This design comes from an exercise in tuning for small area on the open sky130 flow, not from production work.
Function was checked by simulation only, so behaviour that the tests miss may differ from the original.
Power is estimated from default activity; no workload was simulated.

## fjord
// dcache
module dcache (
    input  logic         clk_i,
    input  logic         rst_i,
    input  logic         p_strobe_i,
    input  logic         p_rw_i,
    input  logic [3:0]   p_byte_en_i,
    input  logic [31:0]  p_addr_i,
    input  logic [31:0]  p_wdata_i,
    output logic         p_ready_o,
    output logic [31:0]  p_rdata_o,
    output logic         m_strobe_o,
    output logic         m_rw_o,
    output logic [31:0]  m_addr_o,
    output logic [127:0] m_data_o,
    input  logic         m_ready_i,
    input  logic [127:0] m_data_i
);
For scale: about 7,100 cells after synthesis, roughly 89,000 µm² of cells after synthesis.
export LEC_CHECK = 0
export CAP_MARGIN = 20
export CORE_MARGIN = 2
export CORE_UTILIZATION = 70
export SLEW_MARGIN = 20
create_clock -name core_clock -period 10.0 [get_ports {clk_i}]
standard.sh (not shown) runs the stock make flow with config.mk's settings and CLKGATE_MAP_FILE= SYNTH_SCRIPT=/design/flow/synth_recipe.tcl, a recipe that flattens the netlist after the stock synthesis.
==> flow/flow/run.sh <==
#!/bin/bash
# Standard ORFS layout (the standard.sh), with two changes passed to
# ORFS through its own variables:
#  * port buffers use the smallest buffer instead of clkdlybuf4s50_1;
#  * clock tree: no dummy loads, clustered sinks on clkbuf_8 leaves.
set -euo pipefail
export BUFFER_PORTS_ARGS="-buffer_cell sky130_fd_sc_hd__buf_1"
export CTS_ARGS="-sink_clustering_enable -repair_clock_nets -dont_use_dummy_load -sink_clustering_size 16 -sink_clustering_max_diameter 50 -buf_list sky130_fd_sc_hd__clkbuf_8"
bash standard.sh > flow_standard.log 2>&1
fjord completed every stage of the flow, and the final layout passed the timing, DRC and antenna checks.
Input-level comparison between lagoon and fjord:
Settings: swapping 70 for 40 in CORE_UTILIZATION; putting CTS_BUF_LIST at sky130_fd_sc_hd__clkbuf_4 where nothing was set.
==> flow/run.sh (new file) <==
#!/bin/bash
# synth_recipe.tcl (not shown) runs the flow's synth.tcl, then flattens the netlist and writes it again
# the make line also repeats each setting of config.mk as NAME=value (left out here)
make -C /OpenROAD-flow-scripts/flow DESIGN_CONFIG=/design/flow/config.mk WORK_HOME=/design/flow/orfs CLKGATE_MAP_FILE= SYNTH_SCRIPT=/design/flow/synth_recipe.tcl finish
removed: flow/flow/run.sh
removed: flow/standard.sh
Findings:
Largest voltage drop on the vdd net (lagoon / fjord): 0.73
Comparing lagoon and fjord, fraction of standard cell area that is sequential is higher on fjord.
[compare] base=fjord new=lagoon: clock share of power shows an increase of 12 points; via count shows an increase of about 5%.
Modified inputs, pepper compared to lagoon
Settings: CORE_UTILIZATION changed from 40 to 60; CTS_BUF_LIST removed (was sky130_fd_sc_hd__clkbuf_4).
## What came out
Per the comparison of pepper with lagoon, wire length of the first global-routing pass lost 7.6%; number of buffers added by the clock tree synthesis step lost 409. Sequential cell area share: pepper and lagoon compared, lower one is lagoon. Delta (pepper minus lagoon): leftover overflow at the end of global routing ~0 delta; core utilization +23 points; flip-flop and latch count comparable; cell area went down about 1%; fill cell instance count of the final layout shrank by 47%. lagoon -> pepper: maximum fanout count along the critical path decreased by more than 10%.

========
## violet
dcache again, from the RTL that the note above started with.
Settings: LEC_CHECK=0, CAP_MARGIN=20, CORE_MARGIN=2, CORE_UTILIZATION=70, SLEW_MARGIN=20; clock period 10.0 ns.
==> flow/flow/run.sh <==
#!/bin/bash
# Standard ORFS layout (the standard.sh), with two changes passed to
# ORFS through its own variables:
#  * port buffers use the smallest buffer instead of clkdlybuf4s50_1;
#  * clock tree: no dummy loads, clustered sinks on clkbuf_8 leaves.
set -euo pipefail
export BUFFER_PORTS_ARGS="-buffer_cell sky130_fd_sc_hd__buf_1"
export CTS_ARGS="-sink_clustering_enable -repair_clock_nets -dont_use_dummy_load -sink_clustering_size 20 -sink_clustering_max_diameter 45 -buf_list sky130_fd_sc_hd__clkbuf_8"
bash standard.sh > flow_standard.log 2>&1
diff inputs: violet => maple
- GPL_TIMING_DRIVEN: unset -> 0
- CORE_UTILIZATION: 70 -> 80
diff --git a/flow/flow/run.sh b/flow/flow/run.sh
--- a/flow/flow/run.sh
+++ b/flow/flow/run.sh
@@ -6,4 +6,4 @@
 set -euo pipefail
 export BUFFER_PORTS_ARGS="-buffer_cell sky130_fd_sc_hd__buf_1"
-export CTS_ARGS="-sink_clustering_enable -repair_clock_nets -dont_use_dummy_load -sink_clustering_size 20 -sink_clustering_max_diameter 45 -buf_list sky130_fd_sc_hd__clkbuf_8"
+export CTS_ARGS="-sink_clustering_enable -repair_clock_nets -dont_use_dummy_load -sink_clustering_size 16 -sink_clustering_max_diameter 50 -buf_list sky130_fd_sc_hd__clkbuf_8"
 bash standard.sh > flow_standard.log 2>&1
### Flow results
Run status, maple: aborted in global routing, error GRT-0232
On share of synthesized cell area in full adder, half adder and majority cells, violet tracks maple almost exactly.
Diff violet -> maple: placer's final routability congestion estimate increased about 33%; worst setup timing slack at the placement stage decreased 0.43 ns; starting density of the core increased 10 points; half-perimeter wire length of the detailed placement result increased 140000 µm; height of the die decreased 6.4%.
Cell row count, maple vs violet: down by a few percent
When the final numbers for violet and maple were put side by side, the post-placement cell count turned out to be smaller in violet.
Relative to maple, the following input files were edited for nickel:
- changing CORE_UTILIZATION from 80 to 75
- removing GPL_TIMING_DRIVEN (formerly 0)
- setting PLACE_DENSITY to 0.85 for the first time
==> flow/run.sh (new file) <==
#!/bin/bash
# synth_recipe.tcl (not shown) runs the flow's synth.tcl, then flattens the netlist and writes it again
# the make line also repeats each setting of config.mk as NAME=value (left out here)
make -C /OpenROAD-flow-scripts/flow DESIGN_CONFIG=/design/flow/config.mk WORK_HOME=/design/flow/orfs CLKGATE_MAP_FILE= SYNTH_SCRIPT=/design/flow/synth_recipe.tcl finish
removed: flow/flow/run.sh
removed: flow/standard.sh
--- outcome ---
The sole clean run among nickel and maple is nickel.
Comparing maple against nickel, there is no change at all in number of instances resized during post-cts repair.
maple -> nickel: share of synthesized area occupied by flip-flops and latches delta 0, exact match
nickel: placer congestion estimate lower than maple
nickel: total instance count after detailed placement is 4.1% lower than what maple reported.
For number of buffers added by the clock tree synthesis step, dividing the value from maple by the value from nickel gives 0.812.
Delta (nickel minus maple): number of buffer cells added on primary ports comparable, floorplan row count now larger, overall die width higher, post-detailed-placement cell area went down 0.57%.
Summary: pre-CTS setup slack, nickel better than maple
Detailed-placement wirelength estimate is higher on maple

-- separate check: timing with driven ports --
The results above use ideal ports. As a check the final layouts listed here were re-extracted and re-timed, cells and wires unchanged. Step 1 assumes that a clkbuf_16 drives the clock port and a buf_2 every other input. Step 2 adds t to the input delays and takes it off the output delays; t is the mean of the earliest and latest rising clock arrival at the registers after step 1. Input paths then give back, and output paths get back, about the clock's delay inside the block. Slacks: no drivers / after step 1 / after step 2; pairs: no drivers / after step 1.
| run | t (ns) | slack for setup (ns) | latest minus earliest clock arrival (ns) | slew at the worst register clock pin (ns) |
|---|---|---|---|---|
| fjord | 1.015 | 0.674 / 0.593 / 1.609 | 0.087 / 0.087 | 0.11 / 0.11 |
| lagoon | 1.456 | 0.241 / 0.151 / 1.607 | 0.160 / 0.160 | 0.08 / 0.08 |
| pepper | 0.965 | 0.886 / 0.796 / 1.761 | 0.036 / 0.036 | 0.07 / 0.07 |
| violet | 1.025 | 0.742 / 0.652 / 1.677 | 0.091 / 0.090 | 0.12 / 0.12 |
| nickel | 0.923 | 0.698 / 0.621 / 1.543 | 0.029 / 0.029 | 0.07 / 0.07 |
After both steps setup and hold are still met in every run listed.
